This design comes from an exercise in tuning for small area, a short achievable clock period and few clock cycles per item on the open sky130 flow, not from production work.
At most, simulation tests tie the RTL to the original design; equivalence was not proved.
No functional check of the RTL was part of run 1.
No activity file was given, so power comes from the tool's default toggle rates.

==> design.v <==
module smult16_err_acc #(
  parameter int WIDTH = 16,
  parameter int OUTW  = 32,
  parameter int CNTW  = 16,
  parameter int ACCW  = 48
) (
  input  logic              clk,
  input  logic              rst_n,
  input  logic              start,
  input  logic [CNTW-1:0]   num_samples,
  input  logic              in_valid,
  output logic              in_ready,
  input  logic [WIDTH-1:0]  op_a,
  input  logic [WIDTH-1:0]  op_b,
  input  logic [OUTW-1:0]   p_approx,
  output logic              busy,
  output logic              done,
  output logic [CNTW-1:0]   err_count,
  output logic [ACCW-1:0]   sum_err,
  output logic [ACCW-1:0]   sum_abs_err,
  output logic [OUTW:0]     max_abs_err,
  output logic              overflow
);
  logic             busy_q, done_q, rdy_q;
  logic [CNTW-1:0]  rem_q;           
  logic             l1_q, l2_q, l3_q, l4_q, l5_q;   
  logic             v1_q, v2_q;
  logic             clr_q;           
  logic             z_q;             
  wire go       = !busy_q && !done_q && start;
  wire accept   = rdy_q && in_valid;
  wire last_acc = accept && (rem_q == CNTW'(1));
  wire empty    = (num_samples == '0);
  always_ff @(posedge clk or negedge rst_n) begin
    if (!rst_n) begin
      busy_q <= 1'b0;
      done_q <= 1'b0;
      rdy_q  <= 1'b0;
      l1_q   <= 1'b0;
      l2_q   <= 1'b0;
      l3_q   <= 1'b0;
      l4_q   <= 1'b0;
      l5_q   <= 1'b0;
      v1_q   <= 1'b0;
      v2_q   <= 1'b0;
      clr_q  <= 1'b0;
      z_q    <= 1'b0;
    end else begin
      done_q <= l5_q || z_q;
      busy_q <= go || (busy_q && !l5_q && !z_q);
      z_q    <= go && empty;
      rdy_q  <= go ? !empty : (rdy_q && !last_acc);
      l1_q   <= last_acc;
      l2_q   <= l1_q;
      l3_q   <= l2_q;
      l4_q   <= l3_q;
      l5_q   <= l4_q;
      v1_q   <= accept;
      v2_q   <= v1_q;
      clr_q  <= go;
    end
  end
  always_ff @(posedge clk) begin
    if (go) rem_q <= num_samples;
    else if (accept) rem_q <= rem_q - CNTW'(1);
  end
  logic [15:0] a_q;
  logic [31:0] p_q;
  logic        pc19_q;
  logic [7:0]  bone, btwo, bneg;
  wire  [16:0] bx = {op_b, 1'b0};
  wire  [5:0]  p_mid = {1'b0, p_approx[18:14]} + {5'b0, ~op_b[15]};
  always_ff @(posedge clk) begin
    a_q    <= op_a;
    p_q    <= {p_approx[31:19], p_mid[4:0], p_approx[13:0]};
    pc19_q <= p_mid[5];
    for (int i = 0; i < 8; i++) begin
      bone[i] <= bx[2*i+1] ^ bx[2*i];
      btwo[i] <= (bx[2*i+2] & ~bx[2*i+1] & ~bx[2*i]) | (~bx[2*i+2] & bx[2*i+1] & bx[2*i]);
      bneg[i] <= ~bx[2*i+2];
    end
  end
  logic [32:0] row0, row1;
  smult16_err_acc_tree u_tree (
    .a_q(a_q), .bone(bone), .btwo(btwo), .bneg(bneg), .p_q(p_q), .pc19_q(pc19_q),
    .row0(row0), .row1(row1)
  );
  logic [32:0] r0_q, r1_q;
  always_ff @(posedge clk) begin
    r0_q <= row0;
    r1_q <= row1;
  end
  logic [31:0] dx;
  logic        ds;
  smult16_err_acc_cpa u_cpa (.r0(r0_q), .r1(r1_q), .x(dx), .s(ds));
  logic [31:0] x_q;
  logic        s_q;
  always_ff @(posedge clk or negedge rst_n) begin
    if (!rst_n) begin
      x_q <= '0;
      s_q <= 1'b0;
    end else begin
      x_q <= v2_q ? dx : '0;
      s_q <= v2_q & ds;
    end
  end
  logic [CNTW-1:0] cnt_q;
  logic [15:0]     el_q, em_q, eh_q;      
  logic [15:0]     al_q, am_q, ah_q;      
  logic [31:0]     max_q;
  logic            ovf_q;
  logic            ecl_q, ecm_q;          
  logic            acl_q, acm_q;          
  logic [15:0]     dm_q;                  
  logic            sm_q, sh_q;            
  logic [16:0] el_n, em_n, eh_n, al_n, am_n;
  logic [15:0] ah_n;
  logic [31:0] max_n;
  logic [CNTW-1:0] cnt_n;
  wire  [31:0] dd = x_q ^ {32{s_q}};                           
  smult16_err_acc_slice u_el (.acc(el_q), .clr(clr_q), .b(dd[15:0]),  .ci(1'b0),  .s(el_n));
  smult16_err_acc_slice u_em (.acc(em_q), .clr(clr_q), .b(dm_q),      .ci(ecl_q), .s(em_n));
  smult16_err_acc_slice u_eh (.acc(eh_q), .clr(clr_q), .b({16{sh_q}}), .ci(ecm_q), .s(eh_n));
  smult16_err_acc_slice u_al (.acc(al_q), .clr(clr_q), .b(x_q[15:0]), .ci(s_q),   .s(al_n));
  smult16_err_acc_slice u_am (.acc(am_q), .clr(clr_q), .b(x_q[31:16]), .ci(acl_q), .s(am_n));
  smult16_err_acc_inc   u_ah (.acc(ah_q), .clr(clr_q), .ci(acm_q), .s(ah_n));
  smult16_err_acc_max   u_max (.m(max_q), .clr(clr_q), .x(x_q), .s(s_q), .n(max_n));
  smult16_err_acc_cnt   u_cnt (.c(cnt_q), .clr(clr_q), .x(x_q), .s(s_q), .n(cnt_n));
  wire eh_s = eh_q[15] & ~clr_q;
  wire wrap = (eh_s == sh_q) && (eh_n[15] != sh_q);
  always_ff @(posedge clk or negedge rst_n) begin
    if (!rst_n) begin
      cnt_q <= '0;
      el_q  <= '0;
      em_q  <= '0;
      eh_q  <= '0;
      al_q  <= '0;
      am_q  <= '0;
      ah_q  <= '0;
      max_q <= '0;
      ovf_q <= 1'b0;
      ecl_q <= 1'b0;
      ecm_q <= 1'b0;
      acl_q <= 1'b0;
      acm_q <= 1'b0;
      dm_q  <= '0;
      sm_q  <= 1'b0;
      sh_q  <= 1'b0;
    end else begin
      cnt_q <= cnt_n;
      el_q  <= el_n[15:0];
      ecl_q <= el_n[16];
      dm_q  <= dd[31:16];
      sm_q  <= s_q;
      em_q  <= em_n[15:0];
      ecm_q <= em_n[16];
      sh_q  <= sm_q;
      eh_q  <= eh_n[15:0];
      ovf_q <= (ovf_q & ~clr_q) | wrap;
      al_q  <= al_n[15:0];
      acl_q <= al_n[16];
      am_q  <= am_n[15:0];
      acm_q <= am_n[16];
      ah_q  <= ah_n;
      max_q <= max_n;
    end
  end
  assign in_ready    = rdy_q;
  assign busy        = busy_q;
  assign done        = done_q;
  assign err_count   = cnt_q;
  assign sum_err     = {eh_q, em_q, el_q};
  assign sum_abs_err = {ah_q, am_q, al_q};
  assign max_abs_err = {1'b0, max_q};
  assign overflow    = ovf_q;
endmodule
module smult16_err_acc_tree (
  input  logic [15:0] a_q,
  input  logic [7:0]  bone,
  input  logic [7:0]  btwo,
  input  logic [7:0]  bneg,
  input  logic [31:0] p_q,
  input  logic        pc19_q,
  output logic [32:0] row0,
  output logic [32:0] row1
);
  wire pp0_0 = (bone[0] & a_q[0]) ^ bneg[0];
  wire pp0_1 = ((bone[0] & a_q[1]) | (btwo[0] & a_q[0])) ^ bneg[0];
  wire pp0_2 = ((bone[0] & a_q[2]) | (btwo[0] & a_q[1])) ^ bneg[0];
  wire pp0_3 = ((bone[0] & a_q[3]) | (btwo[0] & a_q[2])) ^ bneg[0];
  wire pp0_4 = ((bone[0] & a_q[4]) | (btwo[0] & a_q[3])) ^ bneg[0];
  wire pp0_5 = ((bone[0] & a_q[5]) | (btwo[0] & a_q[4])) ^ bneg[0];
  wire pp0_6 = ((bone[0] & a_q[6]) | (btwo[0] & a_q[5])) ^ bneg[0];
  wire pp0_7 = ((bone[0] & a_q[7]) | (btwo[0] & a_q[6])) ^ bneg[0];
  wire pp0_8 = ((bone[0] & a_q[8]) | (btwo[0] & a_q[7])) ^ bneg[0];
  wire pp0_9 = ((bone[0] & a_q[9]) | (btwo[0] & a_q[8])) ^ bneg[0];
  wire pp0_10 = ((bone[0] & a_q[10]) | (btwo[0] & a_q[9])) ^ bneg[0];
  wire pp0_11 = ((bone[0] & a_q[11]) | (btwo[0] & a_q[10])) ^ bneg[0];
  wire pp0_12 = ((bone[0] & a_q[12]) | (btwo[0] & a_q[11])) ^ bneg[0];
  wire pp0_13 = ((bone[0] & a_q[13]) | (btwo[0] & a_q[12])) ^ bneg[0];
  wire pp0_14 = ((bone[0] & a_q[14]) | (btwo[0] & a_q[13])) ^ bneg[0];
  wire pp0_15 = ((bone[0] & a_q[15]) | (btwo[0] & a_q[14])) ^ bneg[0];
  wire pp0_16 = ((bone[0] | btwo[0]) & a_q[15]) ^ bneg[0];
  wire pp1_0 = (bone[1] & a_q[0]) ^ bneg[1];
  wire pp1_1 = ((bone[1] & a_q[1]) | (btwo[1] & a_q[0])) ^ bneg[1];
  wire pp1_2 = ((bone[1] & a_q[2]) | (btwo[1] & a_q[1])) ^ bneg[1];
  wire pp1_3 = ((bone[1] & a_q[3]) | (btwo[1] & a_q[2])) ^ bneg[1];
  wire pp1_4 = ((bone[1] & a_q[4]) | (btwo[1] & a_q[3])) ^ bneg[1];
  wire pp1_5 = ((bone[1] & a_q[5]) | (btwo[1] & a_q[4])) ^ bneg[1];
  wire pp1_6 = ((bone[1] & a_q[6]) | (btwo[1] & a_q[5])) ^ bneg[1];
  wire pp1_7 = ((bone[1] & a_q[7]) | (btwo[1] & a_q[6])) ^ bneg[1];
  wire pp1_8 = ((bone[1] & a_q[8]) | (btwo[1] & a_q[7])) ^ bneg[1];
  wire pp1_9 = ((bone[1] & a_q[9]) | (btwo[1] & a_q[8])) ^ bneg[1];
  wire pp1_10 = ((bone[1] & a_q[10]) | (btwo[1] & a_q[9])) ^ bneg[1];
  wire pp1_11 = ((bone[1] & a_q[11]) | (btwo[1] & a_q[10])) ^ bneg[1];
  wire pp1_12 = ((bone[1] & a_q[12]) | (btwo[1] & a_q[11])) ^ bneg[1];
  wire pp1_13 = ((bone[1] & a_q[13]) | (btwo[1] & a_q[12])) ^ bneg[1];
  wire pp1_14 = ((bone[1] & a_q[14]) | (btwo[1] & a_q[13])) ^ bneg[1];
  wire pp1_15 = ((bone[1] & a_q[15]) | (btwo[1] & a_q[14])) ^ bneg[1];
  wire pp1_16 = ((bone[1] | btwo[1]) & a_q[15]) ^ bneg[1];
  wire ppn1 = ~pp1_16;
  wire pp2_0 = (bone[2] & a_q[0]) ^ bneg[2];
  wire pp2_1 = ((bone[2] & a_q[1]) | (btwo[2] & a_q[0])) ^ bneg[2];
  wire pp2_2 = ((bone[2] & a_q[2]) | (btwo[2] & a_q[1])) ^ bneg[2];
  wire pp2_3 = ((bone[2] & a_q[3]) | (btwo[2] & a_q[2])) ^ bneg[2];
  wire pp2_4 = ((bone[2] & a_q[4]) | (btwo[2] & a_q[3])) ^ bneg[2];
  wire pp2_5 = ((bone[2] & a_q[5]) | (btwo[2] & a_q[4])) ^ bneg[2];
  wire pp2_6 = ((bone[2] & a_q[6]) | (btwo[2] & a_q[5])) ^ bneg[2];
  wire pp2_7 = ((bone[2] & a_q[7]) | (btwo[2] & a_q[6])) ^ bneg[2];
  wire pp2_8 = ((bone[2] & a_q[8]) | (btwo[2] & a_q[7])) ^ bneg[2];
  wire pp2_9 = ((bone[2] & a_q[9]) | (btwo[2] & a_q[8])) ^ bneg[2];
  wire pp2_10 = ((bone[2] & a_q[10]) | (btwo[2] & a_q[9])) ^ bneg[2];
  wire pp2_11 = ((bone[2] & a_q[11]) | (btwo[2] & a_q[10])) ^ bneg[2];
  wire pp2_12 = ((bone[2] & a_q[12]) | (btwo[2] & a_q[11])) ^ bneg[2];
  wire pp2_13 = ((bone[2] & a_q[13]) | (btwo[2] & a_q[12])) ^ bneg[2];
  wire pp2_14 = ((bone[2] & a_q[14]) | (btwo[2] & a_q[13])) ^ bneg[2];
  wire pp2_15 = ((bone[2] & a_q[15]) | (btwo[2] & a_q[14])) ^ bneg[2];
  wire pp2_16 = ((bone[2] | btwo[2]) & a_q[15]) ^ bneg[2];
  wire ppn2 = ~pp2_16;
  wire pp3_0 = (bone[3] & a_q[0]) ^ bneg[3];
  wire pp3_1 = ((bone[3] & a_q[1]) | (btwo[3] & a_q[0])) ^ bneg[3];
  wire pp3_2 = ((bone[3] & a_q[2]) | (btwo[3] & a_q[1])) ^ bneg[3];
  wire pp3_3 = ((bone[3] & a_q[3]) | (btwo[3] & a_q[2])) ^ bneg[3];
  wire pp3_4 = ((bone[3] & a_q[4]) | (btwo[3] & a_q[3])) ^ bneg[3];
  wire pp3_5 = ((bone[3] & a_q[5]) | (btwo[3] & a_q[4])) ^ bneg[3];
  wire pp3_6 = ((bone[3] & a_q[6]) | (btwo[3] & a_q[5])) ^ bneg[3];
  wire pp3_7 = ((bone[3] & a_q[7]) | (btwo[3] & a_q[6])) ^ bneg[3];
  wire pp3_8 = ((bone[3] & a_q[8]) | (btwo[3] & a_q[7])) ^ bneg[3];
  wire pp3_9 = ((bone[3] & a_q[9]) | (btwo[3] & a_q[8])) ^ bneg[3];
  wire pp3_10 = ((bone[3] & a_q[10]) | (btwo[3] & a_q[9])) ^ bneg[3];
  wire pp3_11 = ((bone[3] & a_q[11]) | (btwo[3] & a_q[10])) ^ bneg[3];
  wire pp3_12 = ((bone[3] & a_q[12]) | (btwo[3] & a_q[11])) ^ bneg[3];
  wire pp3_13 = ((bone[3] & a_q[13]) | (btwo[3] & a_q[12])) ^ bneg[3];
  wire pp3_14 = ((bone[3] & a_q[14]) | (btwo[3] & a_q[13])) ^ bneg[3];
  wire pp3_15 = ((bone[3] & a_q[15]) | (btwo[3] & a_q[14])) ^ bneg[3];
  wire pp3_16 = ((bone[3] | btwo[3]) & a_q[15]) ^ bneg[3];
  wire ppn3 = ~pp3_16;
  wire pp4_0 = (bone[4] & a_q[0]) ^ bneg[4];
  wire pp4_1 = ((bone[4] & a_q[1]) | (btwo[4] & a_q[0])) ^ bneg[4];
  wire pp4_2 = ((bone[4] & a_q[2]) | (btwo[4] & a_q[1])) ^ bneg[4];
  wire pp4_3 = ((bone[4] & a_q[3]) | (btwo[4] & a_q[2])) ^ bneg[4];
  wire pp4_4 = ((bone[4] & a_q[4]) | (btwo[4] & a_q[3])) ^ bneg[4];
  wire pp4_5 = ((bone[4] & a_q[5]) | (btwo[4] & a_q[4])) ^ bneg[4];
  wire pp4_6 = ((bone[4] & a_q[6]) | (btwo[4] & a_q[5])) ^ bneg[4];
  wire pp4_7 = ((bone[4] & a_q[7]) | (btwo[4] & a_q[6])) ^ bneg[4];
  wire pp4_8 = ((bone[4] & a_q[8]) | (btwo[4] & a_q[7])) ^ bneg[4];
  wire pp4_9 = ((bone[4] & a_q[9]) | (btwo[4] & a_q[8])) ^ bneg[4];
  wire pp4_10 = ((bone[4] & a_q[10]) | (btwo[4] & a_q[9])) ^ bneg[4];
  wire pp4_11 = ((bone[4] & a_q[11]) | (btwo[4] & a_q[10])) ^ bneg[4];
  wire pp4_12 = ((bone[4] & a_q[12]) | (btwo[4] & a_q[11])) ^ bneg[4];
  wire pp4_13 = ((bone[4] & a_q[13]) | (btwo[4] & a_q[12])) ^ bneg[4];
  wire pp4_14 = ((bone[4] & a_q[14]) | (btwo[4] & a_q[13])) ^ bneg[4];
  wire pp4_15 = ((bone[4] & a_q[15]) | (btwo[4] & a_q[14])) ^ bneg[4];
  wire pp4_16 = ((bone[4] | btwo[4]) & a_q[15]) ^ bneg[4];
  wire ppn4 = ~pp4_16;
  wire pp5_0 = (bone[5] & a_q[0]) ^ bneg[5];
  wire pp5_1 = ((bone[5] & a_q[1]) | (btwo[5] & a_q[0])) ^ bneg[5];
  wire pp5_2 = ((bone[5] & a_q[2]) | (btwo[5] & a_q[1])) ^ bneg[5];
  wire pp5_3 = ((bone[5] & a_q[3]) | (btwo[5] & a_q[2])) ^ bneg[5];
  wire pp5_4 = ((bone[5] & a_q[4]) | (btwo[5] & a_q[3])) ^ bneg[5];
  wire pp5_5 = ((bone[5] & a_q[5]) | (btwo[5] & a_q[4])) ^ bneg[5];
  wire pp5_6 = ((bone[5] & a_q[6]) | (btwo[5] & a_q[5])) ^ bneg[5];
  wire pp5_7 = ((bone[5] & a_q[7]) | (btwo[5] & a_q[6])) ^ bneg[5];
  wire pp5_8 = ((bone[5] & a_q[8]) | (btwo[5] & a_q[7])) ^ bneg[5];
  wire pp5_9 = ((bone[5] & a_q[9]) | (btwo[5] & a_q[8])) ^ bneg[5];
  wire pp5_10 = ((bone[5] & a_q[10]) | (btwo[5] & a_q[9])) ^ bneg[5];
  wire pp5_11 = ((bone[5] & a_q[11]) | (btwo[5] & a_q[10])) ^ bneg[5];
  wire pp5_12 = ((bone[5] & a_q[12]) | (btwo[5] & a_q[11])) ^ bneg[5];
  wire pp5_13 = ((bone[5] & a_q[13]) | (btwo[5] & a_q[12])) ^ bneg[5];
  wire pp5_14 = ((bone[5] & a_q[14]) | (btwo[5] & a_q[13])) ^ bneg[5];
  wire pp5_15 = ((bone[5] & a_q[15]) | (btwo[5] & a_q[14])) ^ bneg[5];
  wire pp5_16 = ((bone[5] | btwo[5]) & a_q[15]) ^ bneg[5];
  wire ppn5 = ~pp5_16;
  wire pp6_0 = (bone[6] & a_q[0]) ^ bneg[6];
  wire pp6_1 = ((bone[6] & a_q[1]) | (btwo[6] & a_q[0])) ^ bneg[6];
  wire pp6_2 = ((bone[6] & a_q[2]) | (btwo[6] & a_q[1])) ^ bneg[6];
  wire pp6_3 = ((bone[6] & a_q[3]) | (btwo[6] & a_q[2])) ^ bneg[6];
  wire pp6_4 = ((bone[6] & a_q[4]) | (btwo[6] & a_q[3])) ^ bneg[6];
  wire pp6_5 = ((bone[6] & a_q[5]) | (btwo[6] & a_q[4])) ^ bneg[6];
  wire pp6_6 = ((bone[6] & a_q[6]) | (btwo[6] & a_q[5])) ^ bneg[6];
  wire pp6_7 = ((bone[6] & a_q[7]) | (btwo[6] & a_q[6])) ^ bneg[6];
  wire pp6_8 = ((bone[6] & a_q[8]) | (btwo[6] & a_q[7])) ^ bneg[6];
  wire pp6_9 = ((bone[6] & a_q[9]) | (btwo[6] & a_q[8])) ^ bneg[6];
  wire pp6_10 = ((bone[6] & a_q[10]) | (btwo[6] & a_q[9])) ^ bneg[6];
  wire pp6_11 = ((bone[6] & a_q[11]) | (btwo[6] & a_q[10])) ^ bneg[6];
  wire pp6_12 = ((bone[6] & a_q[12]) | (btwo[6] & a_q[11])) ^ bneg[6];
  wire pp6_13 = ((bone[6] & a_q[13]) | (btwo[6] & a_q[12])) ^ bneg[6];
  wire pp6_14 = ((bone[6] & a_q[14]) | (btwo[6] & a_q[13])) ^ bneg[6];
  wire pp6_15 = ((bone[6] & a_q[15]) | (btwo[6] & a_q[14])) ^ bneg[6];
  wire pp6_16 = ((bone[6] | btwo[6]) & a_q[15]) ^ bneg[6];
  wire ppn6 = ~pp6_16;
  wire pp7_0 = (bone[7] & a_q[0]) ^ bneg[7];
  wire pp7_1 = ((bone[7] & a_q[1]) | (btwo[7] & a_q[0])) ^ bneg[7];
  wire pp7_2 = ((bone[7] & a_q[2]) | (btwo[7] & a_q[1])) ^ bneg[7];
  wire pp7_3 = ((bone[7] & a_q[3]) | (btwo[7] & a_q[2])) ^ bneg[7];
  wire pp7_4 = ((bone[7] & a_q[4]) | (btwo[7] & a_q[3])) ^ bneg[7];
  wire pp7_5 = ((bone[7] & a_q[5]) | (btwo[7] & a_q[4])) ^ bneg[7];
  wire pp7_6 = ((bone[7] & a_q[6]) | (btwo[7] & a_q[5])) ^ bneg[7];
  wire pp7_7 = ((bone[7] & a_q[7]) | (btwo[7] & a_q[6])) ^ bneg[7];
  wire pp7_8 = ((bone[7] & a_q[8]) | (btwo[7] & a_q[7])) ^ bneg[7];
  wire pp7_9 = ((bone[7] & a_q[9]) | (btwo[7] & a_q[8])) ^ bneg[7];
  wire pp7_10 = ((bone[7] & a_q[10]) | (btwo[7] & a_q[9])) ^ bneg[7];
  wire pp7_11 = ((bone[7] & a_q[11]) | (btwo[7] & a_q[10])) ^ bneg[7];
  wire pp7_12 = ((bone[7] & a_q[12]) | (btwo[7] & a_q[11])) ^ bneg[7];
  wire pp7_13 = ((bone[7] & a_q[13]) | (btwo[7] & a_q[12])) ^ bneg[7];
  wire pp7_14 = ((bone[7] & a_q[14]) | (btwo[7] & a_q[13])) ^ bneg[7];
  wire pp7_15 = ((bone[7] & a_q[15]) | (btwo[7] & a_q[14])) ^ bneg[7];
  wire pp7_16 = ((bone[7] | btwo[7]) & a_q[15]) ^ bneg[7];
  wire ppn7 = ~pp7_16;
  wire ppn0 = ~pp0_16;
  wire pn31 = ~p_q[31];
  wire s1 = bneg[4] ^ p_q[8];
  wire c2 = bneg[4] & p_q[8];
  wire s3 = p_q[9] ^ pp0_9;
  wire c4 = p_q[9] & pp0_9;
  wire s5 = bneg[5] ^ p_q[10] ^ pp0_10;
  wire c6 = (bneg[5] & p_q[10]) | (pp0_10 & (bneg[5] ^ p_q[10]));
  wire s7 = pp1_8 ^ pp2_6;
  wire c8 = pp1_8 & pp2_6;
  wire s9 = p_q[11] ^ pp0_11 ^ pp1_9;
  wire c10 = (p_q[11] & pp0_11) | (pp1_9 & (p_q[11] ^ pp0_11));
  wire s11 = pp2_7 ^ pp3_5;
  wire c12 = pp2_7 & pp3_5;
  wire s13 = bneg[6] ^ p_q[12] ^ pp0_12;
  wire c14 = (bneg[6] & p_q[12]) | (pp0_12 & (bneg[6] ^ p_q[12]));
  wire s15 = pp1_10 ^ pp2_8 ^ pp3_6;
  wire c16 = (pp1_10 & pp2_8) | (pp3_6 & (pp1_10 ^ pp2_8));
  wire s17 = pp4_4 ^ pp5_2;
  wire c18 = pp4_4 & pp5_2;
  wire s19 = p_q[13] ^ pp0_13 ^ pp1_11;
  wire c20 = (p_q[13] & pp0_13) | (pp1_11 & (p_q[13] ^ pp0_13));
  wire s21 = pp2_9 ^ pp3_7 ^ pp4_5;
  wire c22 = (pp2_9 & pp3_7) | (pp4_5 & (pp2_9 ^ pp3_7));
  wire s23 = pp5_3 ^ pp6_1;
  wire c24 = pp5_3 & pp6_1;
  wire s25 = p_q[14] ^ pp0_14 ^ pp1_12;
  wire c26 = (p_q[14] & pp0_14) | (pp1_12 & (p_q[14] ^ pp0_14));
  wire s27 = pp2_10 ^ pp3_8 ^ pp4_6;
  wire c28 = (pp2_10 & pp3_8) | (pp4_6 & (pp2_10 ^ pp3_8));
  wire s29 = pp5_4 ^ pp6_2 ^ pp7_0;
  wire c30 = (pp5_4 & pp6_2) | (pp7_0 & (pp5_4 ^ pp6_2));
  wire s31 = p_q[15] ^ pp0_15 ^ pp1_13;
  wire c32 = (p_q[15] & pp0_15) | (pp1_13 & (p_q[15] ^ pp0_15));
  wire s33 = pp2_11 ^ pp3_9 ^ pp4_7;
  wire c34 = (pp2_11 & pp3_9) | (pp4_7 & (pp2_11 ^ pp3_9));
  wire s35 = pp5_5 ^ pp6_3 ^ pp7_1;
  wire c36 = (pp5_5 & pp6_3) | (pp7_1 & (pp5_5 ^ pp6_3));
  wire s37 = p_q[16] ^ pp1_14 ^ pp2_12;
  wire c38 = (p_q[16] & pp1_14) | (pp2_12 & (p_q[16] ^ pp1_14));
  wire s39 = pp3_10 ^ pp4_8 ^ pp5_6;
  wire c40 = (pp3_10 & pp4_8) | (pp5_6 & (pp3_10 ^ pp4_8));
  wire s41 = pp6_4 ^ pp7_2 ^ pp0_16;
  wire c42 = (pp6_4 & pp7_2) | (pp0_16 & (pp6_4 ^ pp7_2));
  wire s43 = p_q[17] ^ pp1_15 ^ pp2_13;
  wire c44 = (p_q[17] & pp1_15) | (pp2_13 & (p_q[17] ^ pp1_15));
  wire s45 = pp3_11 ^ pp4_9 ^ pp5_7;
  wire c46 = (pp3_11 & pp4_9) | (pp5_7 & (pp3_11 ^ pp4_9));
  wire s47 = pp6_5 ^ pp7_3 ^ pp0_16;
  wire c48 = (pp6_5 & pp7_3) | (pp0_16 & (pp6_5 ^ pp7_3));
  wire s49 = p_q[18] ^ pp2_14 ^ pp3_12;
  wire c50 = (p_q[18] & pp2_14) | (pp3_12 & (p_q[18] ^ pp2_14));
  wire s51 = pp4_10 ^ pp5_8 ^ pp6_6;
  wire c52 = (pp4_10 & pp5_8) | (pp6_6 & (pp4_10 ^ pp5_8));
  wire s53 = pp7_4 ^ ppn1 ^ ppn0;
  wire c54 = (pp7_4 & ppn1) | (ppn0 & (pp7_4 ^ ppn1));
  wire s55 = ~(p_q[19] ^ pc19_q);
  wire c56 = p_q[19] | pc19_q;
  wire s57 = pp2_15 ^ pp3_13 ^ pp4_11;
  wire c58 = (pp2_15 & pp3_13) | (pp4_11 & (pp2_15 ^ pp3_13));
  wire s59 = pp5_9 ^ pp6_7 ^ pp7_5;
  wire c60 = (pp5_9 & pp6_7) | (pp7_5 & (pp5_9 ^ pp6_7));
  wire s61 = p_q[20] ^ pp3_14 ^ pp4_12;
  wire c62 = (p_q[20] & pp3_14) | (pp4_12 & (p_q[20] ^ pp3_14));
  wire s63 = pp5_10 ^ pp6_8 ^ pp7_6;
  wire c64 = (pp5_10 & pp6_8) | (pp7_6 & (pp5_10 ^ pp6_8));
  wire s65 = ~(p_q[21] ^ pp3_15);
  wire c66 = p_q[21] | pp3_15;
  wire s67 = pp4_13 ^ pp5_11;
  wire c68 = pp4_13 & pp5_11;
  wire s69 = p_q[22] ^ pp4_14 ^ pp5_12;
  wire c70 = (p_q[22] & pp4_14) | (pp5_12 & (p_q[22] ^ pp4_14));
  wire s71 = ~p_q[23];
  wire s73 = bneg[2] ^ p_q[4];
  wire c74 = bneg[2] & p_q[4];
  wire s75 = p_q[5] ^ pp0_5;
  wire c76 = p_q[5] & pp0_5;
  wire s77 = bneg[3] ^ p_q[6] ^ pp0_6;
  wire c78 = (bneg[3] & p_q[6]) | (pp0_6 & (bneg[3] ^ p_q[6]));
  wire s79 = pp1_4 ^ pp2_2;
  wire c80 = pp1_4 & pp2_2;
  wire s81 = p_q[7] ^ pp0_7 ^ pp1_5;
  wire c82 = (p_q[7] & pp0_7) | (pp1_5 & (p_q[7] ^ pp0_7));
  wire s83 = pp2_3 ^ pp3_1;
  wire c84 = pp2_3 & pp3_1;
  wire s85 = s1 ^ pp0_8 ^ pp1_6;
  wire c86 = (s1 & pp0_8) | (pp1_6 & (s1 ^ pp0_8));
  wire s87 = pp2_4 ^ pp3_2 ^ pp4_0;
  wire c88 = (pp2_4 & pp3_2) | (pp4_0 & (pp2_4 ^ pp3_2));
  wire s89 = c2 ^ pp1_7 ^ pp2_5;
  wire c90 = (c2 & pp1_7) | (pp2_5 & (c2 ^ pp1_7));
  wire s91 = pp3_3 ^ pp4_1 ^ s3;
  wire c92 = (pp3_3 & pp4_1) | (s3 & (pp3_3 ^ pp4_1));
  wire s93 = pp3_4 ^ pp4_2 ^ pp5_0;
  wire c94 = (pp3_4 & pp4_2) | (pp5_0 & (pp3_4 ^ pp4_2));
  wire s95 = c4 ^ s7 ^ s5;
  wire c96 = (c4 & s7) | (s5 & (c4 ^ s7));
  wire s97 = pp4_3 ^ pp5_1 ^ c8;
  wire c98 = (pp4_3 & pp5_1) | (c8 & (pp4_3 ^ pp5_1));
  wire s99 = s11 ^ c6 ^ s9;
  wire c100 = (s11 & c6) | (s9 & (s11 ^ c6));
  wire s101 = pp6_0 ^ c12 ^ s17;
  wire c102 = (pp6_0 & c12) | (s17 & (pp6_0 ^ c12));
  wire s103 = c10 ^ s13 ^ s15;
  wire c104 = (c10 & s13) | (s15 & (c10 ^ s13));
  wire s105 = c18 ^ s23 ^ c14;
  wire c106 = (c18 & s23) | (c14 & (c18 ^ s23));
  wire s107 = c16 ^ s19 ^ s21;
  wire c108 = (c16 & s19) | (s21 & (c16 ^ s19));
  wire s109 = c24 ^ c20 ^ c22;
  wire c110 = (c24 & c20) | (c22 & (c24 ^ c20));
  wire s111 = s25 ^ s27 ^ s29;
  wire c112 = (s25 & s27) | (s29 & (s25 ^ s27));
  wire s113 = c26 ^ c28 ^ c30;
  wire c114 = (c26 & c28) | (c30 & (c26 ^ c28));
  wire s115 = s31 ^ s33 ^ s35;
  wire c116 = (s31 & s33) | (s35 & (s31 ^ s33));
  wire s117 = c32 ^ c34 ^ c36;
  wire c118 = (c32 & c34) | (c36 & (c32 ^ c34));
  wire s119 = s37 ^ s39 ^ s41;
  wire c120 = (s37 & s39) | (s41 & (s37 ^ s39));
  wire s121 = c38 ^ c40 ^ c42;
  wire c122 = (c38 & c40) | (c42 & (c38 ^ c40));
  wire s123 = s43 ^ s45 ^ s47;
  wire c124 = (s43 & s45) | (s47 & (s43 ^ s45));
  wire s125 = c44 ^ c46 ^ c48;
  wire c126 = (c44 & c46) | (c48 & (c44 ^ c46));
  wire s127 = s49 ^ s51 ^ s53;
  wire c128 = (s49 & s51) | (s53 & (s49 ^ s51));
  wire s129 = s55 ^ c50 ^ c52;
  wire c130 = (s55 & c50) | (c52 & (s55 ^ c50));
  wire s131 = c54 ^ s57 ^ s59;
  wire c132 = (c54 & s57) | (s59 & (c54 ^ s57));
  wire s133 = c56 ^ ppn2 ^ c58;
  wire c134 = (c56 & ppn2) | (c58 & (c56 ^ ppn2));
  wire s135 = c60 ^ s61 ^ s63;
  wire c136 = (c60 & s61) | (s63 & (c60 ^ s61));
  wire s137 = pp6_9 ^ pp7_7 ^ s65;
  wire c138 = (pp6_9 & pp7_7) | (s65 & (pp6_9 ^ pp7_7));
  wire s139 = s67 ^ c62 ^ c64;
  wire c140 = (s67 & c62) | (c64 & (s67 ^ c62));
  wire s141 = pp6_10 ^ pp7_8 ^ ppn3;
  wire c142 = (pp6_10 & pp7_8) | (ppn3 & (pp6_10 ^ pp7_8));
  wire s143 = c66 ^ c68 ^ s69;
  wire c144 = (c66 & c68) | (s69 & (c66 ^ c68));
  wire s145 = s71 ^ pp4_15 ^ pp5_13;
  wire c146 = (s71 & pp4_15) | (pp5_13 & (s71 ^ pp4_15));
  wire s147 = pp6_11 ^ pp7_9 ^ c70;
  wire c148 = (pp6_11 & pp7_9) | (c70 & (pp6_11 ^ pp7_9));
  wire s149 = p_q[23] ^ p_q[24] ^ pp5_14;
  wire c150 = (p_q[23] & p_q[24]) | (pp5_14 & (p_q[23] ^ p_q[24]));
  wire s151 = pp6_12 ^ pp7_10 ^ ppn4;
  wire c152 = (pp6_12 & pp7_10) | (ppn4 & (pp6_12 ^ pp7_10));
  wire s153 = ~(p_q[25] ^ pp5_15);
  wire c154 = p_q[25] | pp5_15;
  wire s155 = pp6_13 ^ pp7_11;
  wire c156 = pp6_13 & pp7_11;
  wire s157 = p_q[26] ^ pp6_14 ^ pp7_12;
  wire c158 = (p_q[26] & pp6_14) | (pp7_12 & (p_q[26] ^ pp6_14));
  wire s159 = ~p_q[27];
  wire s161 = bneg[1] ^ p_q[2];
  wire c162 = bneg[1] & p_q[2];
  wire s163 = p_q[3] ^ pp0_3;
  wire c164 = p_q[3] & pp0_3;
  wire s165 = s73 ^ pp0_4 ^ pp1_2;
  wire c166 = (s73 & pp0_4) | (pp1_2 & (s73 ^ pp0_4));
  wire s167 = c74 ^ pp1_3 ^ pp2_1;
  wire c168 = (c74 & pp1_3) | (pp2_1 & (c74 ^ pp1_3));
  wire s169 = pp3_0 ^ c76 ^ s79;
  wire c170 = (pp3_0 & c76) | (s79 & (pp3_0 ^ c76));
  wire s171 = c80 ^ s83 ^ c78;
  wire c172 = (c80 & s83) | (c78 & (c80 ^ s83));
  wire s173 = c84 ^ c82 ^ s85;
  wire c174 = (c84 & c82) | (s85 & (c84 ^ c82));
  wire s175 = c86 ^ c88 ^ s89;
  wire c176 = (c86 & c88) | (s89 & (c86 ^ c88));
  wire s177 = c90 ^ s93 ^ c92;
  wire c178 = (c90 & s93) | (c92 & (c90 ^ s93));
  wire s179 = c94 ^ s97 ^ c96;
  wire c180 = (c94 & s97) | (c96 & (c94 ^ s97));
  wire s181 = c98 ^ s101 ^ c100;
  wire c182 = (c98 & s101) | (c100 & (c98 ^ s101));
  wire s183 = c102 ^ s105 ^ c104;
  wire c184 = (c102 & s105) | (c104 & (c102 ^ s105));
  wire s185 = c106 ^ s109 ^ c108;
  wire c186 = (c106 & s109) | (c108 & (c106 ^ s109));
  wire s187 = c110 ^ s113 ^ c112;
  wire c188 = (c110 & s113) | (c112 & (c110 ^ s113));
  wire s189 = c114 ^ s117 ^ c116;
  wire c190 = (c114 & s117) | (c116 & (c114 ^ s117));
  wire s191 = c118 ^ s121 ^ c120;
  wire c192 = (c118 & s121) | (c120 & (c118 ^ s121));
  wire s193 = c122 ^ s125 ^ c124;
  wire c194 = (c122 & s125) | (c124 & (c122 ^ s125));
  wire s195 = c126 ^ s129 ^ c128;
  wire c196 = (c126 & s129) | (c128 & (c126 ^ s129));
  wire s197 = c130 ^ s133 ^ c132;
  wire c198 = (c130 & s133) | (c132 & (c130 ^ s133));
  wire s199 = s137 ^ c134 ^ s139;
  wire c200 = (s137 & c134) | (s139 & (s137 ^ c134));
  wire s201 = s141 ^ c138 ^ c140;
  wire c202 = (s141 & c138) | (c140 & (s141 ^ c138));
  wire s203 = c142 ^ s145 ^ s147;
  wire c204 = (c142 & s145) | (s147 & (c142 ^ s145));
  wire s205 = c146 ^ s149 ^ s151;
  wire c206 = (c146 & s149) | (s151 & (c146 ^ s149));
  wire s207 = s153 ^ s155 ^ c150;
  wire c208 = (s153 & s155) | (c150 & (s153 ^ s155));
  wire s209 = ppn5 ^ c154 ^ c156;
  wire c210 = (ppn5 & c154) | (c156 & (ppn5 ^ c154));
  wire s211 = s159 ^ pp6_15 ^ pp7_13;
  wire c212 = (s159 & pp6_15) | (pp7_13 & (s159 ^ pp6_15));
  wire s213 = p_q[27] ^ p_q[28] ^ pp7_14;
  wire c214 = (p_q[27] & p_q[28]) | (pp7_14 & (p_q[27] ^ p_q[28]));
  wire s215 = ~p_q[29];
  wire s217 = bneg[0] ^ p_q[0];
  wire c218 = bneg[0] & p_q[0];
  wire s219 = p_q[1] ^ pp0_1;
  wire c220 = p_q[1] & pp0_1;
  wire s221 = s161 ^ pp0_2 ^ pp1_0;
  wire c222 = (s161 & pp0_2) | (pp1_0 & (s161 ^ pp0_2));
  wire s223 = c162 ^ pp1_1 ^ s163;
  wire c224 = (c162 & pp1_1) | (s163 & (c162 ^ pp1_1));
  wire s225 = pp2_0 ^ c164 ^ s165;
  wire c226 = (pp2_0 & c164) | (s165 & (pp2_0 ^ c164));
  wire s227 = s75 ^ c166 ^ s167;
  wire c228 = (s75 & c166) | (s167 & (s75 ^ c166));
  wire s229 = c168 ^ s77 ^ s169;
  wire c230 = (c168 & s77) | (s169 & (c168 ^ s77));
  wire s231 = s81 ^ c170 ^ s171;
  wire c232 = (s81 & c170) | (s171 & (s81 ^ c170));
  wire s233 = s87 ^ c172 ^ s173;
  wire c234 = (s87 & c172) | (s173 & (s87 ^ c172));
  wire s235 = s91 ^ c174 ^ s175;
  wire c236 = (s91 & c174) | (s175 & (s91 ^ c174));
  wire s237 = c176 ^ s95 ^ s177;
  wire c238 = (c176 & s95) | (s177 & (c176 ^ s95));
  wire s239 = s99 ^ c178 ^ s179;
  wire c240 = (s99 & c178) | (s179 & (s99 ^ c178));
  wire s241 = s103 ^ c180 ^ s181;
  wire c242 = (s103 & c180) | (s181 & (s103 ^ c180));
  wire s243 = s107 ^ c182 ^ s183;
  wire c244 = (s107 & c182) | (s183 & (s107 ^ c182));
  wire s245 = s111 ^ c184 ^ s185;
  wire c246 = (s111 & c184) | (s185 & (s111 ^ c184));
  wire s247 = s115 ^ c186 ^ s187;
  wire c248 = (s115 & c186) | (s187 & (s115 ^ c186));
  wire s249 = s119 ^ c188 ^ s189;
  wire c250 = (s119 & c188) | (s189 & (s119 ^ c188));
  wire s251 = s123 ^ c190 ^ s191;
  wire c252 = (s123 & c190) | (s191 & (s123 ^ c190));
  wire s253 = s127 ^ c192 ^ s193;
  wire c254 = (s127 & c192) | (s193 & (s127 ^ c192));
  wire s255 = s131 ^ c194 ^ s195;
  wire c256 = (s131 & c194) | (s195 & (s131 ^ c194));
  wire s257 = s135 ^ c196 ^ s197;
  wire c258 = (s135 & c196) | (s197 & (s135 ^ c196));
  wire s259 = c136 ^ c198 ^ s199;
  wire c260 = (c136 & c198) | (s199 & (c136 ^ c198));
  wire s261 = s143 ^ c200 ^ s201;
  wire c262 = (s143 & c200) | (s201 & (s143 ^ c200));
  wire s263 = c144 ^ c202 ^ s203;
  wire c264 = (c144 & c202) | (s203 & (c144 ^ c202));
  wire s265 = c148 ^ s205 ^ c204;
  wire c266 = (c148 & s205) | (c204 & (c148 ^ s205));
  wire s267 = c152 ^ s207 ^ c206;
  wire c268 = (c152 & s207) | (c206 & (c152 ^ s207));
  wire s269 = s157 ^ s209 ^ c208;
  wire c270 = (s157 & s209) | (c208 & (s157 ^ s209));
  wire s271 = c158 ^ s211 ^ c210;
  wire c272 = (c158 & s211) | (c210 & (c158 ^ s211));
  wire s273 = ppn6 ^ c212 ^ s213;
  wire c274 = (ppn6 & c212) | (s213 & (ppn6 ^ c212));
  wire s275 = s215 ^ pp7_15 ^ c214;
  wire c276 = (s215 & pp7_15) | (c214 & (s215 ^ pp7_15));
  wire s277 = p_q[29] ^ p_q[30] ^ ppn7;
  wire c278 = (p_q[29] & p_q[30]) | (ppn7 & (p_q[29] ^ p_q[30]));
  assign row0 = {1'b1, c278, c276, c274, c272, c270, c268, c266, c264, c262, c260, c258, c256, c254, c252, c250, c248, c246, c244, c242, c240, c238, c236, c234, c232, c230, c228, c226, c224, c222, c220, c218, s217};
  assign row1 = {1'b0, pn31, s277, s275, s273, s271, s269, s267, s265, s263, s261, s259, s257, s255, s253, s251, s249, s247, s245, s243, s241, s239, s237, s235, s233, s231, s229, s227, s225, s223, s221, s219, pp0_0};
endmodule
module smult16_err_acc_cpa (
  input  logic [32:0] r0,
  input  logic [32:0] r1,
  output logic [31:0] x,
  output logic        s
);
  wire [32:0] d = r0 + r1;
  assign s = d[32];
  assign x = d[31:0] ^ {32{d[32]}};
endmodule
module smult16_err_acc_slice (
  input  logic [15:0] acc,
  input  logic        clr,
  input  logic [15:0] b,
  input  logic        ci,
  output logic [16:0] s
);
  wire [15:0] a = clr ? 16'b0 : acc;
  assign s = {1'b0, a} + {1'b0, b} + {16'b0, ci};
endmodule
module smult16_err_acc_inc (
  input  logic [15:0] acc,
  input  logic        clr,
  input  logic        ci,
  output logic [15:0] s
);
  wire [15:0] a = clr ? 16'b0 : acc;
  assign s = a + {15'b0, ci};
endmodule
module smult16_err_acc_max (
  input  logic [31:0] m,
  input  logic        clr,
  input  logic [31:0] x,
  input  logic        s,
  output logic [31:0] n
);
  wire [31:0] mf   = clr ? 32'b0 : m;
  wire [32:0] cmp  = {1'b0, x} + {1'b0, ~mf} + {32'b0, s};    
  wire [31:0] absd = x + {31'b0, s};
  assign n = cmp[32] ? absd : mf;
endmodule
module smult16_err_acc_cnt (
  input  logic [15:0] c,
  input  logic        clr,
  input  logic [31:0] x,
  input  logic        s,
  output logic [15:0] n
);
  wire [15:0] cf = clr ? 16'b0 : c;
  assign n = cf + {15'b0, s | (|x)};
endmodule
==> flow/run.sh <==
#!/bin/bash
# The standard layout (standard.sh: unchanged synthesis and steps), with these changes:
# ports are buffered with buf_1 cells, and the resizer's setup repair aims for a margin
# on the worst path only (no total-negative-slack repair).
set -e
export SETUP_SLACK_MARGIN=5.4
export TNS_END_PERCENT=0
export BUFFER_PORTS_ARGS="-buffer_cell sky130_fd_sc_hd__buf_1"
bash standard.sh > standard_flow.log 2>&1
==> standard.sh <==
#!/bin/bash
# synth_recipe.tcl (not shown) runs the flow's synth.tcl, then flattens the netlist and writes it again
# the make line also repeats each setting of config.mk as NAME=value (left out here)
make -C /OpenROAD-flow-scripts/flow DESIGN_CONFIG=/design/flow/config.mk WORK_HOME=/design/flow/orfs CLKGATE_MAP_FILE= SYNTH_SCRIPT=/design/flow/synth_recipe.tcl "${@:-finish}"
==> config.mk <==
export PLATFORM = sky130hd
export DESIGN_NAME = smult16_err_acc
export DESIGN_NICKNAME = smult16_err_acc
export VERILOG_FILES = /design/flow/design.v
export SDC_FILE = /design/flow/constraint.sdc
export NUM_CORES = 4
export LEC_CHECK = 0
export CAP_MARGIN = 20
export CORE_MARGIN = 2
export CORE_UTILIZATION = 40
export SLEW_MARGIN = 20
export SYNTH_HIERARCHICAL = 1
==> constraint.sdc <==
create_clock -name core_clock -period 8.5 [get_ports {clk}]
set_input_delay 1.7000 -clock core_clock [delete_from_list [all_inputs] [get_ports {clk}]]
set_output_delay 1.7000 -clock core_clock [all_outputs]
set_load 0.01 [all_outputs]
==> summary.md, run 1 <==
| Metric | Value |
|---|---|
| Outcome | finished clean |
| Sw frac | 0.354 |
| Vias in the first global route | 19,000 |
| Power Density | 250 nW/um^2 |
| Num CTS Buffers | 46 |
| Total GRT Usage | 0.190 |
| Clock buffer depth | 3 |
| Max cap viols | 0 |
| Largest net degree at the start of global routing | 65 |
| Worst-Margin Slew | 0.841 ns |
| NetSw | 2.52 mW |
| Worst setup EP type | flip-flop |
| Clock power share | 0.287 |
| Maximum clock rate | 322 MHz |
| Initial antenna violation count | 0 |
| Startpoint types | flip-flop |
| Routed via count | 18,400 |
| Die area | 66,400 sq um |
| Ys Warns | 7 |
| Maximum VDD drop | 194 uV |
| Ant diodes | 0 |
| CP Cell Sequence | a22oi_1 -> xnor2_1 -> fa_1 -> inv_1 -> fa_1 -> inv_1 -> fa_1 -> inv_1 -> fa_1 |
| CP Data Required Time | 8.94 ns |
| Fin. max-slew vios | 0 |
| Internal Power | 4.59 mW |
| H-tree depth | 2 |
| Max-slew headroom | 0.440 |
| Clock latency on the worst-skew pair | 0.59 ns |
| Setup crit start | bone[5] |
| Final global-route overflow total | 0 |
| Die H | 258 um |
| Sink Count | 367 |
| Crit Path Max Fanout | 17 |
| Mapped Avg Cell Area | 10.2 sq um |
| Filler cell count | 6,106 |
| FF-to-FF Start | bone[5] |
| Crit-path most repeated cell | fa_1 |
| Leakage | 13.5 nW |
| DRC errors left | 0 |
| Mapped Cells | 2,532 |
| Post-route setup TNS | 0 ns |
| Clock transition at path regs | 0.06 ns |
| Routability-driven placement congestion ratio | 0.890 |
| Initial core utilization | 0.406 |
| Multi-input logic area | 15,300 sq um |
| RSZ-0062 raised after global routing | yes |
| Post-DP HPWL | 47,000 um |
| Final Util | 0.450 |
| Die Span X | 258 um |
| Final Hold Viols | 0 |
| Area Overhead vs Synth | 10.7% |
| Global-route wire length before repair | 102,000 um |
| Fin crit period | 3.10 ns |
| Worst EP arrival | 3.54 ns |
| Standard-cell rows | 92 |
| FF+latch area | 8650 sq um |
| Worst path slowest cell | dfxtp_2 |
| Iteration-0 DRC Markers | 1,179 |
| Crit share post-route | 0.365 |
| Layout cells sized above 1 | 0.0879 |
| CTS tree | built |
| CP max stage delay | 0.59 ns |
| Worst reg-to-reg setup slack | 5.40 ns |
| Drt pass-1 iters | 5 |
| Syn Std Cell Area | 25,700 sq um |
| NumNets Final | 3,041 |
| Clk root buf | clkbuf_16 |
| Hold Startpoint | sm_q |
| Core ar. | 63,300 sq um |
| # setup viols final | 0 |
| Antenna viol nets, final | 0 |
| Clock skew | 0.0327 ns |
| DR vias/cell | 5.19 |
| Reg power frac | 0.297 |
| WL/cell | 18.0 um |
| Hold crit path type | flip-flop to flip-flop |
| Final WL | 63,700 um |
| Combinational power share | 0.416 |
| Final hold slack | 0.345 ns |
| Port Buffer Count | 231 |
| Crit path kind | flip-flop to flip-flop |
| I/O pin count | 233 |
[flip-flops by register name (all words and copies together) (netlist names), 32 cells and up]
| name | flops |
|---|---|
| r0_q | 33 |
| max_q | 32 |
| x_q | 32 |
| p_q | 32 |
| r1_q | 33 |
[what timing repair did]
| item | CTS | global route |
|---|---|---|
| buffers inserted | 13 | 5 |
| endpoints found under the setup margin | 112 | 97 |
| pin swaps | 7 | 9 |
| resized for setup | 59 | 35 |
| gates cloned | 1 | 0 |
| hold buffers | 0 | 0 |
[through the flow]
step	area (sq um)	worst slack [ns]	total power [mW]	cells
floorplan	25700	5.48	4.83	2533
global placement	26400	4.50	4.87	3440
detailed placement	26400	4.38	4.93	3440
CTS	28300	5.33	7.12	3538
global route	28500	5.29	7.66	3543
finish	28500	5.40	7.11	3543
[worst max-delay path: cells and delay by family (launching register included)]
kind | cells | cell delay [ns]
buffers and inverters | 3 | 0.23
XOR/XNOR | 1 | 0.19
AO/OA/AOI/OAI | 1 | 0.18
adder cells (fa/ha/maj) | 4 | 1.78
flip-flops | 1 | 0.59
[power groups by stage]
| stage | sequential (mW) | clock, mW | combinational, mW |
|---|---|---|---|
| floorplan | 2.06 | 0 | 2.77 |
| global placement | 2.13 | 0 | 2.74 |
| detailed placement | 2.13 | 0 | 2.80 |
| CTS | 2.11 | 2.10 | 2.91 |
| global route | 2.13 | 2.18 | 3.35 |
| finish | 2.11 | 2.04 | 2.96 |
[area by class of cell]
class	count	share of cell area
tap	846	0.0372
clock inverter	24	0.0112
timing repair buffer	260	0.0414
inverter	191	0.0254
clock buffer	60	0.0448
multi-input combinational	1795	0.536
sequential	367	0.304
[path summary, 6_finish.rpt]
check                                end  cells past startpoint
max in group asynchronous          clr_q                      2
worst min register to register      sh_q                      0
worst max register to register  r1_q[15]                      9
worst min-delay path                sh_q                      0
min in group asynchronous       eh_q[14]                      1
worst max-delay path            r1_q[15]                      9
[cell usage in the layout (no fill, tap or decap), types with 36 or more instances in the layout]
master     instances
buf_1            230
dfrtp_1          209
xnor2_1          193
inv_1            188
ha_1             165
xor2_1           158
nand2_1          133
fa_1             128
a22oi_1          107
a21oi_1           99
dfxtp_1           99
nor2b_1           86
nor2_1            85
o21ai_0           71
nand2b_1          61
a21o_1            54
and2_1            49
clkbuf_16         47
nand3_1           37
nand4_1           36
[metal layers]
metal	vias to the layer above	routed length, um	track usage
met1	8937	28200	0.252
met4	0	1440	0.0546
met2	519	30600	0.320
met5	-	0	0
met3	86	3450	0.0289
li1	8861	-	-
==> run 2, diff against run 1 <==
--- a/design.v
+++ b/design.v
@@ -81,108 +81,4 @@
     end
   end
-  logic [32:0] row0, row1;
-  smult16_err_acc_tree u_tree (
-    .a_q(a_q), .bone(bone), .btwo(btwo), .bneg(bneg), .p_q(p_q), .pc19_q(pc19_q),
-    .row0(row0), .row1(row1)
-  );
-  logic [32:0] r0_q, r1_q;
-  always_ff @(posedge clk) begin
-    r0_q <= row0;
-    r1_q <= row1;
-  end
-  logic [31:0] dx;
-  logic        ds;
-  smult16_err_acc_cpa u_cpa (.r0(r0_q), .r1(r1_q), .x(dx), .s(ds));
-  logic [31:0] x_q;
-  logic        s_q;
-  always_ff @(posedge clk or negedge rst_n) begin
-    if (!rst_n) begin
-      x_q <= '0;
-      s_q <= 1'b0;
-    end else begin
-      x_q <= v2_q ? dx : '0;
-      s_q <= v2_q & ds;
-    end
-  end
-  logic [CNTW-1:0] cnt_q;
-  logic [15:0]     el_q, em_q, eh_q;      
-  logic [15:0]     al_q, am_q, ah_q;      
-  logic [31:0]     max_q;
-  logic            ovf_q;
-  logic            ecl_q, ecm_q;          
-  logic            acl_q, acm_q;          
-  logic [15:0]     dm_q;                  
-  logic            sm_q, sh_q;            
-  logic [16:0] el_n, em_n, eh_n, al_n, am_n;
-  logic [15:0] ah_n;
-  logic [31:0] max_n;
-  logic [CNTW-1:0] cnt_n;
-  wire  [31:0] dd = x_q ^ {32{s_q}};                           
-  smult16_err_acc_slice u_el (.acc(el_q), .clr(clr_q), .b(dd[15:0]),  .ci(1'b0),  .s(el_n));
-  smult16_err_acc_slice u_em (.acc(em_q), .clr(clr_q), .b(dm_q),      .ci(ecl_q), .s(em_n));
-  smult16_err_acc_slice u_eh (.acc(eh_q), .clr(clr_q), .b({16{sh_q}}), .ci(ecm_q), .s(eh_n));
-  smult16_err_acc_slice u_al (.acc(al_q), .clr(clr_q), .b(x_q[15:0]), .ci(s_q),   .s(al_n));
-  smult16_err_acc_slice u_am (.acc(am_q), .clr(clr_q), .b(x_q[31:16]), .ci(acl_q), .s(am_n));
-  smult16_err_acc_inc   u_ah (.acc(ah_q), .clr(clr_q), .ci(acm_q), .s(ah_n));
-  smult16_err_acc_max   u_max (.m(max_q), .clr(clr_q), .x(x_q), .s(s_q), .n(max_n));
-  smult16_err_acc_cnt   u_cnt (.c(cnt_q), .clr(clr_q), .x(x_q), .s(s_q), .n(cnt_n));
-  wire eh_s = eh_q[15] & ~clr_q;
-  wire wrap = (eh_s == sh_q) && (eh_n[15] != sh_q);
-  always_ff @(posedge clk or negedge rst_n) begin
-    if (!rst_n) begin
-      cnt_q <= '0;
-      el_q  <= '0;
-      em_q  <= '0;
-      eh_q  <= '0;
-      al_q  <= '0;
-      am_q  <= '0;
-      ah_q  <= '0;
-      max_q <= '0;
-      ovf_q <= 1'b0;
-      ecl_q <= 1'b0;
-      ecm_q <= 1'b0;
-      acl_q <= 1'b0;
-      acm_q <= 1'b0;
-      dm_q  <= '0;
-      sm_q  <= 1'b0;
-      sh_q  <= 1'b0;
-    end else begin
-      cnt_q <= cnt_n;
-      el_q  <= el_n[15:0];
-      ecl_q <= el_n[16];
-      dm_q  <= dd[31:16];
-      sm_q  <= s_q;
-      em_q  <= em_n[15:0];
-      ecm_q <= em_n[16];
-      sh_q  <= sm_q;
-      eh_q  <= eh_n[15:0];
-      ovf_q <= (ovf_q & ~clr_q) | wrap;
-      al_q  <= al_n[15:0];
-      acl_q <= al_n[16];
-      am_q  <= am_n[15:0];
-      acm_q <= am_n[16];
-      ah_q  <= ah_n;
-      max_q <= max_n;
-    end
-  end
-  assign in_ready    = rdy_q;
-  assign busy        = busy_q;
-  assign done        = done_q;
-  assign err_count   = cnt_q;
-  assign sum_err     = {eh_q, em_q, el_q};
-  assign sum_abs_err = {ah_q, am_q, al_q};
-  assign max_abs_err = {1'b0, max_q};
-  assign overflow    = ovf_q;
-endmodule
-module smult16_err_acc_tree (
-  input  logic [15:0] a_q,
-  input  logic [7:0]  bone,
-  input  logic [7:0]  btwo,
-  input  logic [7:0]  bneg,
-  input  logic [31:0] p_q,
-  input  logic        pc19_q,
-  output logic [32:0] row0,
-  output logic [32:0] row1
-);
   wire pp0_0 = (bone[0] & a_q[0]) ^ bneg[0];
   wire pp0_1 = ((bone[0] & a_q[1]) | (btwo[0] & a_q[0])) ^ bneg[0];
@@ -605,56 +501,98 @@
   wire s277 = p_q[29] ^ p_q[30] ^ ppn7;
   wire c278 = (p_q[29] & p_q[30]) | (ppn7 & (p_q[29] ^ p_q[30]));
-  assign row0 = {1'b1, c278, c276, c274, c272, c270, c268, c266, c264, c262, c260, c258, c256, c254, c252, c250, c248, c246, c244, c242, c240, c238, c236, c234, c232, c230, c228, c226, c224, c222, c220, c218, s217};
-  assign row1 = {1'b0, pn31, s277, s275, s273, s271, s269, s267, s265, s263, s261, s259, s257, s255, s253, s251, s249, s247, s245, s243, s241, s239, s237, s235, s233, s231, s229, s227, s225, s223, s221, s219, pp0_0};
-endmodule
-module smult16_err_acc_cpa (
-  input  logic [32:0] r0,
-  input  logic [32:0] r1,
-  output logic [31:0] x,
-  output logic        s
-);
-  wire [32:0] d = r0 + r1;
-  assign s = d[32];
-  assign x = d[31:0] ^ {32{d[32]}};
-endmodule
-module smult16_err_acc_slice (
-  input  logic [15:0] acc,
-  input  logic        clr,
-  input  logic [15:0] b,
-  input  logic        ci,
-  output logic [16:0] s
-);
-  wire [15:0] a = clr ? 16'b0 : acc;
-  assign s = {1'b0, a} + {1'b0, b} + {16'b0, ci};
-endmodule
-module smult16_err_acc_inc (
-  input  logic [15:0] acc,
-  input  logic        clr,
-  input  logic        ci,
-  output logic [15:0] s
-);
-  wire [15:0] a = clr ? 16'b0 : acc;
-  assign s = a + {15'b0, ci};
-endmodule
-module smult16_err_acc_max (
-  input  logic [31:0] m,
-  input  logic        clr,
-  input  logic [31:0] x,
-  input  logic        s,
-  output logic [31:0] n
-);
-  wire [31:0] mf   = clr ? 32'b0 : m;
-  wire [32:0] cmp  = {1'b0, x} + {1'b0, ~mf} + {32'b0, s};    
-  wire [31:0] absd = x + {31'b0, s};
-  assign n = cmp[32] ? absd : mf;
-endmodule
-module smult16_err_acc_cnt (
-  input  logic [15:0] c,
-  input  logic        clr,
-  input  logic [31:0] x,
-  input  logic        s,
-  output logic [15:0] n
-);
-  wire [15:0] cf = clr ? 16'b0 : c;
-  assign n = cf + {15'b0, s | (|x)};
+  wire [32:0] row0 = {1'b1, c278, c276, c274, c272, c270, c268, c266, c264, c262, c260, c258, c256, c254, c252, c250, c248, c246, c244, c242, c240, c238, c236, c234, c232, c230, c228, c226, c224, c222, c220, c218, s217};
+  wire [32:0] row1 = {1'b0, pn31, s277, s275, s273, s271, s269, s267, s265, s263, s261, s259, s257, s255, s253, s251, s249, s247, s245, s243, s241, s239, s237, s235, s233, s231, s229, s227, s225, s223, s221, s219, pp0_0};
+  logic [32:0] r0_q, r1_q;
+  always_ff @(posedge clk) begin
+    r0_q <= row0;
+    r1_q <= row1;
+  end
+  wire [32:0] d  = r0_q + r1_q;
+  wire        ds = d[32];
+  wire [31:0] dx = d[31:0] ^ {32{ds}};
+  logic [31:0] x_q;
+  logic        s_q;
+  always_ff @(posedge clk or negedge rst_n) begin
+    if (!rst_n) begin
+      x_q <= '0;
+      s_q <= 1'b0;
+    end else begin
+      x_q <= v2_q ? dx : '0;
+      s_q <= v2_q & ds;
+    end
+  end
+  logic [CNTW-1:0] cnt_q;
+  logic [15:0]     el_q, em_q, eh_q;      
+  logic [15:0]     al_q, am_q, ah_q;      
+  logic [31:0]     max_q;
+  logic            ovf_q;
+  logic            ecl_q, ecm_q;          
+  logic            acl_q, acm_q;          
+  logic [15:0]     dm_q;                  
+  logic            sm_q, sh_q;            
+  wire [CNTW-1:0] cnt_f = clr_q ? '0 : cnt_q;
+  wire [15:0]     el_f  = clr_q ? '0 : el_q;
+  wire [15:0]     em_f  = clr_q ? '0 : em_q;
+  wire [15:0]     eh_f  = clr_q ? '0 : eh_q;
+  wire [15:0]     al_f  = clr_q ? '0 : al_q;
+  wire [15:0]     am_f  = clr_q ? '0 : am_q;
+  wire [15:0]     ah_f  = clr_q ? '0 : ah_q;
+  wire [31:0]     max_f = clr_q ? '0 : max_q;
+  wire            ovf_f = clr_q ? 1'b0 : ovf_q;
+  wire [31:0] dd    = x_q ^ {32{s_q}};                        
+  wire [16:0] el_n  = {1'b0, el_f} + {1'b0, dd[15:0]};
+  wire [16:0] em_n  = {1'b0, em_f} + {1'b0, dm_q} + {16'b0, ecl_q};
+  wire [15:0] eh_n  = eh_f + {16{sh_q}} + {15'b0, ecm_q};
+  wire        wrap  = (eh_f[15] == sh_q) && (eh_n[15] != sh_q);
+  wire [17:0] al_n  = {1'b0, al_f, 1'b1} + {1'b0, x_q[15:0], s_q};   
+  wire [16:0] am_n  = {1'b0, am_f} + {1'b0, x_q[31:16]} + {16'b0, acl_q};
+  wire [15:0] ah_n  = ah_f + {15'b0, acm_q};
+  wire [32:0] cmp   = {1'b0, x_q} + {1'b0, ~max_f} + {32'b0, s_q};    
+  wire [31:0] absd  = x_q + {31'b0, s_q};
+  wire        nz    = s_q | (|x_q);
+  always_ff @(posedge clk or negedge rst_n) begin
+    if (!rst_n) begin
+      cnt_q <= '0;
+      el_q  <= '0;
+      em_q  <= '0;
+      eh_q  <= '0;
+      al_q  <= '0;
+      am_q  <= '0;
+      ah_q  <= '0;
+      max_q <= '0;
+      ovf_q <= 1'b0;
+      ecl_q <= 1'b0;
+      ecm_q <= 1'b0;
+      acl_q <= 1'b0;
+      acm_q <= 1'b0;
+      dm_q  <= '0;
+      sm_q  <= 1'b0;
+      sh_q  <= 1'b0;
+    end else begin
+      cnt_q <= cnt_f + CNTW'(nz);
+      el_q  <= el_n[15:0];
+      ecl_q <= el_n[16];
+      dm_q  <= dd[31:16];
+      sm_q  <= s_q;
+      em_q  <= em_n[15:0];
+      ecm_q <= em_n[16];
+      sh_q  <= sm_q;
+      eh_q  <= eh_n;
+      ovf_q <= ovf_f | wrap;
+      al_q  <= al_n[16:1];
+      acl_q <= al_n[17];
+      am_q  <= am_n[15:0];
+      acm_q <= am_n[16];
+      ah_q  <= ah_n;
+      max_q <= cmp[32] ? absd : max_f;
+    end
+  end
+  assign in_ready    = rdy_q;
+  assign busy        = busy_q;
+  assign done        = done_q;
+  assign err_count   = cnt_q;
+  assign sum_err     = {eh_q, em_q, el_q};
+  assign sum_abs_err = {ah_q, am_q, al_q};
+  assign max_abs_err = {1'b0, max_q};
+  assign overflow    = ovf_q;
 endmodule
--- a/flow/run.sh
+++ b/flow/run.sh
@@ -4,5 +4,5 @@
 # on the worst path only (no total-negative-slack repair).
 set -e
-export SETUP_SLACK_MARGIN=5.4
+export SETUP_SLACK_MARGIN=5.6
 export TNS_END_PERCENT=0
 export BUFFER_PORTS_ARGS="-buffer_cell sky130_fd_sc_hd__buf_1"
--- a/config.mk
+++ b/config.mk
@@ -8,5 +8,4 @@
 export CAP_MARGIN = 20
 export CORE_MARGIN = 2
-export CORE_UTILIZATION = 40
+export CORE_UTILIZATION = 60
 export SLEW_MARGIN = 20
-export SYNTH_HIERARCHICAL = 1
==> summary.md, run 2 <==
| Metric | Value |
|---|---|
| NumNets Final | 2,933 (-3.6%) |
| Sw frac | 0.351 (-0.00353) |
| Clk root buf | clkbuf_16 |
| Worst reg-to-reg setup slack | 5.39 ns (about the same) |
| Mapped Avg Cell Area | 10.1 sq um (-0.23%) |
| Ant diodes | 0 (unchanged) |
| Die Span X | 203 um (-21%) |
| Routed wl met3 | 3120 um (-9.4%) |
| Vias in the first global route | 18,100 (-5.0%) |
| Routed via count | 17,600 (-4.6%) |
| Clock power share | 0.277 (-0.010) |
| Crit share post-route | 0.366 (+0.000842) |
| Power Density | 244 nW/um^2 (-2.3%) |
| RSZ-0062 raised after global routing | yes |
| Fin. max-slew vios | 0 (unchanged) |
| Post-DP HPWL | 39,600 um (-16%) |
| H-tree depth | 2 (unchanged) |
| CTS tree | built |
| Final global-route overflow total | 0 (unchanged) |
| Reg power frac | 0.306 (+0.009) |
| Reg-to-reg endpoint | em_q[15] |
| Top sig layer | met4 |
| Worst setup EP type | flip-flop |
| Flops & latches, synth | 365 |
| Total GRT Usage | 0.280 (+0.0900) |
| DR vias/cell | 5.65 (+8.9%) |
| Commonest non-fill, non-tap cell in the layout | buf_1 |
| Standard-cell rows | 72 (-22%) |
| Layout cells sized above 1 | 0.0997 (+0.0119) |
| Maximum VDD drop | 186 uV (-4.1%) |
| FF-to-FF Start | clr_q |
| Largest net degree at the start of global routing | 151 (+130%) |
| Worst Hold Depth | 0 (unchanged) |
| Finished Layout Cells | 3,105 (-12%) |
| Wire length on met1 | 23,700 um (-16%) |
| Antenna viol nets, final | 0 (unchanged) |
| Leakage | 12.9 nW (-3.9%) |
| WL/cell | 18.5 um (+2.9%) |
| Initial core utilization | 0.609 (+0.203) |
| Num CTS Buffers | 41 (-11%) |
| Routability-driven placement congestion ratio | 0.899 (+1.0%) |
| Final Hold Viols | 0 (unchanged) |
| Metal2 WL | 28,200 um (-7.8%) |
| Combinational power share | 0.417 (about the same) |
| NetSw | 2.34 mW (-7.1%) |
| Post-route setup TNS | 0 ns (unchanged) |
| Setup crit start | clr_q |
| # setup viols final | 0 (unchanged) |
| Crit path kind | flip-flop to flip-flop |
| Drt pass-1 iters | 5 (unchanged) |
| Core ar. | 38,800 sq um (-39%) |
| Max-slew headroom | 0.398 (-0.0412) |
| R2r worst-path depth | 12 (+3) |
| Hold crit path type | flip-flop to flip-flop |
| Clock transition at path regs | 0.06 ns (about the same) |
| Hold Path Sink | l3_q |
| I/O pin count | 233 (unchanged) |
| Internal Power | 4.33 mW (-5.6%) |
| CP Data Required Time | 8.98 ns (+0.04 ns) |
| Mapped Cells | 2,334 (-7.8%) |
| DRC errors left | 0 (unchanged) |
| Clock skew | 0.0148 ns (-0.0179 ns) |
| Syn Std Cell Area | 23,700 sq um (-8.0%) |
| Outcome | finished clean |
| Most frequent cells in the layout | 230 x buf_1, 214 x xnor2_1, 207 x dfrtp_1 |
| Sink Count | 365 (-0.54%) |
| Maximum clock rate | 322 MHz (-0.23%) |
| Ys Warns | 1 (-6) |
| Die area | 41,000 sq um (-38%) |
| Global-route wire length before repair | 92,300 um (-9.8%) |
| Hold Startpoint | l2_q |
==> run 2: logic make-up after synthesis <==
| logic type | share of synthesized area |
|---|---|
| compound gates | 0.120 |
| fa+ha+maj | 0.196 |
| flops | 0.361 |
| buf+inv | 0.0516 |
| other cells | 0.000159 |
| mux | 0.0140 |
| simple gates | 0.121 |
| xor+xnor | 0.137 |
==> run 2: layout make-up <==
type | count | area (sq um)
multi-input combinational | 1667 | 14300
fill | 2980 | 11500
sequential | 365 | 8600
timing repair buffer | 298 | 1640
clock buffer | 63 | 1270
inverter | 181 | 692
tap | 518 | 648
clock inverter | 13 | 155
==> run 2: how the worst max path moves through the flow <==
stage                     cells past startpoint  slack, ns        to
final                                        12       5.39  em_q[15]
after global placement                       13       4.56     acm_q
after global routing                         12       5.28  am_q[15]
after floorplan                              15       5.43  em_q[14]
after detailed placement                     12       4.44  el_q[15]
after CTS                                    12       5.47     ovf_q
==> run 2: timing repair <==
| item | 4_1_cts | 5_1_grt |
|---|---|---|
| setup buffers | 42 | 8 |
| pin swaps | 31 | 16 |
| gates cloned | 6 | 2 |
| endpoints found under the setup margin | 166 | 138 |
| hold buffers | 0 | 0 |
| gates resized for setup | 112 | 30 |
==> run 2: critical path, cell delays in order (launching register included) <==
cell and delay, ns:
dfrtp_4 0.56, buf_4 0.18, buf_4 0.13, bufbuf_16 0.29, nor2b_1 0.17, ha_1 0.29, o21ai_1 0.14, a21oi_1 0.16
a311oi_1 0.37, nor3_2 0.12, a211o_1 0.28, a21oi_1 0.19, xnor2_1 0.13
==> run 2: power by group through the flow <==
stage | Clock (mW) | Sequential, mW | Combinational (mW)
2_1_floorplan | 0 | 2.00 | 2.17
3_3_place_gp | 0 | 2.07 | 2.55
3_5_place_dp | 0 | 2.07 | 2.62
4_1_cts | 1.89 | 2.04 | 2.76
5_1_grt | 1.97 | 2.06 | 3.13
6_report | 1.85 | 2.04 | 2.78
==> run 2: stage by stage <==
| step | util | instance area [sq um] | power [mW] | worst slack (ns) |
|---|---|---|---|---|
| floorplan | - | 23800 | 4.16 | 5.43 |
| global placement | 0.639 | 24800 | 4.62 | 4.56 |
| detailed placement | 0.639 | 24800 | 4.69 | 4.44 |
| CTS | 0.699 | 27100 | 6.69 | 5.47 |
| global route | 0.705 | 27400 | 7.15 | 5.28 |
| finish | 0.705 | 27400 | 6.67 | 5.39 |
==> run 2: layer usage <==
layer  up-vias  GRT usage
met2       565      0.484
met1      8496      0.351
li1       8337          -
met4         0      0.112
met5         -          0
met3       159     0.0441
Testbench counts of run 2, summed over its fixed seeds: cycles 24,785, items 24,113.

what the ideal ports hide:
In the flow no input, the clock included, has a driving cell. The finished layouts below were timed again as built, in two steps. Step 1 assumes that a clkbuf_16 drives the clock port and a buf_2 every other input. Step 2 times the ports against the registers' clock, not the clock port: input delays grow and output delays shrink by t, the midpoint of the rising clock arrivals with the driver on. Slacks: ideal ports / drivers / drivers and shift; pairs: ideal ports / drivers.
| run | t, ns | setup WS [ns] |
|---|---|---|
| run 1 | 0.635 | 5.397 / 5.397 / 5.058 |
| run 2 | 0.613 | 5.390 / 5.390 / 5.241 |
After both steps every run listed still meets setup and hold. Setup slack includes reset recovery checks.
